Context: an optimization exercise on an open-source flow, tuned for small area, a short achievable clock period and few clock cycles per item. The choices shown serve that exercise and are no tape-out recipe.
Only simulation tests tie the RTL to the original design; equivalence was not proved.
Power is estimated from default activity; no workload was simulated.

Setup of main:
// atomik_delta_accumulator_mc
module atomik_delta_accumulator_mc #(
   parameter int DATA_WIDTH    = 64,
   parameter int NUM_CHANNELS  = 4,
   parameter int HISTORY_DEPTH = 8
) (
   input  logic                    clk,
   input  logic                    rst,
   input  logic                    cmd_valid,
   output logic                    cmd_ready,
   input  logic [1:0]              cmd_op,
   input  logic [((NUM_CHANNELS > 1) ? $clog2(NUM_CHANNELS) : 1)-1:0] cmd_ch,
   input  logic [DATA_WIDTH-1:0]   cmd_data,
   output logic                    rsp_valid,
   output logic [((NUM_CHANNELS > 1) ? $clog2(NUM_CHANNELS) : 1)-1:0] rsp_ch,
   output logic [DATA_WIDTH-1:0]   rsp_data,
   output logic                    rsp_zero,
   output logic                    rsp_err,
   output logic [NUM_CHANNELS-1:0] acc_zero
);
Size in the first run: roughly 6100 cells after synthesis, ~0.10 mm2 of cells after synthesis.
==> flow/config.mk <==
export PLATFORM = sky130hd
export DESIGN_NAME = atomik_delta_accumulator_mc
export DESIGN_NICKNAME = atomik_delta_accumulator_mc
export VERILOG_FILES = /design/flow/design.v
export SDC_FILE = /design/flow/constraint.sdc
export NUM_CORES = 4
export LEC_CHECK = 0
export CAP_MARGIN = 20
export CORE_MARGIN = 2
export CORE_UTILIZATION = 50
export CTS_CLUSTER_DIAMETER = 100
export CTS_CLUSTER_SIZE = 28
export SETUP_SLACK_MARGIN = 2.6
export SLEW_MARGIN = 20
==> flow/constraint.sdc <==
create_clock -name core_clock -period 5.0 [get_ports {clk}]
set_input_delay 1.0000 -clock core_clock [delete_from_list [all_inputs] [get_ports {clk}]]
set_output_delay 1.0000 -clock core_clock [all_outputs]
set_load 0.01 [all_outputs]
run.sh (not shown) runs the stock make flow with config.mk's settings and CLKGATE_MAP_FILE= SYNTH_SCRIPT=/design/flow/synth_recipe.tcl, a recipe that flattens the netlist after the stock synthesis.
Testbench counts of main, summed over its fixed seeds: cycles 4,824, commands 4,800.
### main -> the feature branch
--- a/flow/design.v
+++ b/flow/design.v
@@ -147,44 +147,46 @@
       w_sel_nz   = '0;
       for (int c = 0; c < NC; c++) begin
          w_sel_init = w_sel_init | (w_init[c] & {DW{r2_hit[c] & ~w_zinit[c]}});
          w_sel_acc  = w_sel_acc  | (w_acc[c] & {DW{r2_hit[c]}});
          for (int i = 0; i < DW/4; i++) w_sel_nz[i] = w_sel_nz[i] | (r2_hit[c] & |w_acc[c][4*i +: 4]);
       end
    end
    logic            r3_v;
    logic [NC-1:0]   r3_hit;
    logic [CH_W-1:0] r3_ch;
    logic            r3_err;
-   logic [DW-1:0]   r3_data;
+   logic [DW-1:0]   r3_init;
+   logic [DW-1:0]   r3_acc;
    logic [DW/4-1:0] r3_nz;
    always_ff @(posedge clk) begin
       r3_v    <= r2_v & ~rst;
       r3_hit  <= r2_hit;
       r3_ch   <= r2_ch;
       r3_err  <= r2_err;
-      r3_data <= w_sel_init ^ w_sel_acc;
+      r3_init <= w_sel_init;
+      r3_acc  <= w_sel_acc;
       r3_nz   <= w_sel_nz;
    end
    logic            r_rsp_valid;
    logic [CH_W-1:0] r_rsp_ch;
    logic [DW-1:0]   r_rsp_data;
    logic            r_rsp_zero;
    logic            r_rsp_err;
    logic [NC-1:0]   r_acc_zero;
    logic            w_r3_zero;
    assign w_r3_zero = ~|r3_nz;
    always_ff @(posedge clk) begin
       r_rsp_valid <= r3_v & ~rst;
       r_rsp_ch    <= r3_ch;
-      r_rsp_data  <= r3_data;
+      r_rsp_data  <= r3_init ^ r3_acc;
       r_rsp_zero  <= w_r3_zero;
       r_rsp_err   <= r3_err;
       for (int c = 0; c < NC; c++) begin
          if (rst)                    r_acc_zero[c] <= 1'b1;
          else if (r3_v && r3_hit[c]) r_acc_zero[c] <= w_r3_zero;
       end
    end
    assign rsp_valid = r_rsp_valid;
    assign rsp_ch    = r_rsp_ch;
    assign rsp_data  = r_rsp_data;
    assign rsp_zero  = r_rsp_zero;
Findings:
- Est. power | the feature branch vs main | the feature branch higher
- Compared with main, the feature branch shows a higher setup slack.
- Capturing element of the worst setup path: r3_data[63] -> main, r3_nz[10] -> the feature branch
- Between the feature branch and main, the final period utilization is lower for the feature branch.
- Critical path depth (the feature branch over main): decrease, 2
- The feature branch vs. main: layout overhead on the synthesized area went down by 4.2 points.
- Summary of the feature branch over main: global routing usage on met3 saw a decrease, combinational fraction of design power barely changed, peak supply drop moved up.
- The feature branch: maximum number of pins on one net before global-route repair is 1 higher than what main reported.
- Summary — register area, the feature branch relative to main: higher, by 1.6%.
- Post-synthesis register bit count (the feature branch over main): increase, about 2.3%
Testbench counts of the feature branch, summed over its fixed seeds: cycles 4,824, commands 4,800.

[what the ideal ports hide]
In the flow no input, the clock included, has a driving cell. The finished layouts below were timed again as built, in two steps. Step 1 (the two cells are an assumption about what drives the block):
set clk [get_ports {clk}]
set_driving_cell -lib_cell sky130_fd_sc_hd__clkbuf_16 $clk
set_driving_cell -lib_cell sky130_fd_sc_hd__buf_2 [delete_from_list [all_inputs] $clk]
Step 2, shift: input delay + t, output delay - t, t = (earliest + latest rising clock arrival at the registers) / 2. This alone moves slack from input paths to output paths. Slacks: ideal / step 1 / step 2; pairs: ideal / step 1.
| run | shift t [ns] | setup WS [ns] | slew at the worst register clock pin (ns) |
|---|---|---|---|
| main | 0.912 | 2.407 / 2.407 / 1.578 | 0.12 / 0.12 |
| the feature branch | 0.905 | 2.444 / 2.439 / 1.689 | 0.11 / 0.11 |
After both steps setup and hold are still met in every run listed. For main, which loses most, drivers alone change the setup slack by 0.000 ns; drivers and shift together by -0.829 ns.
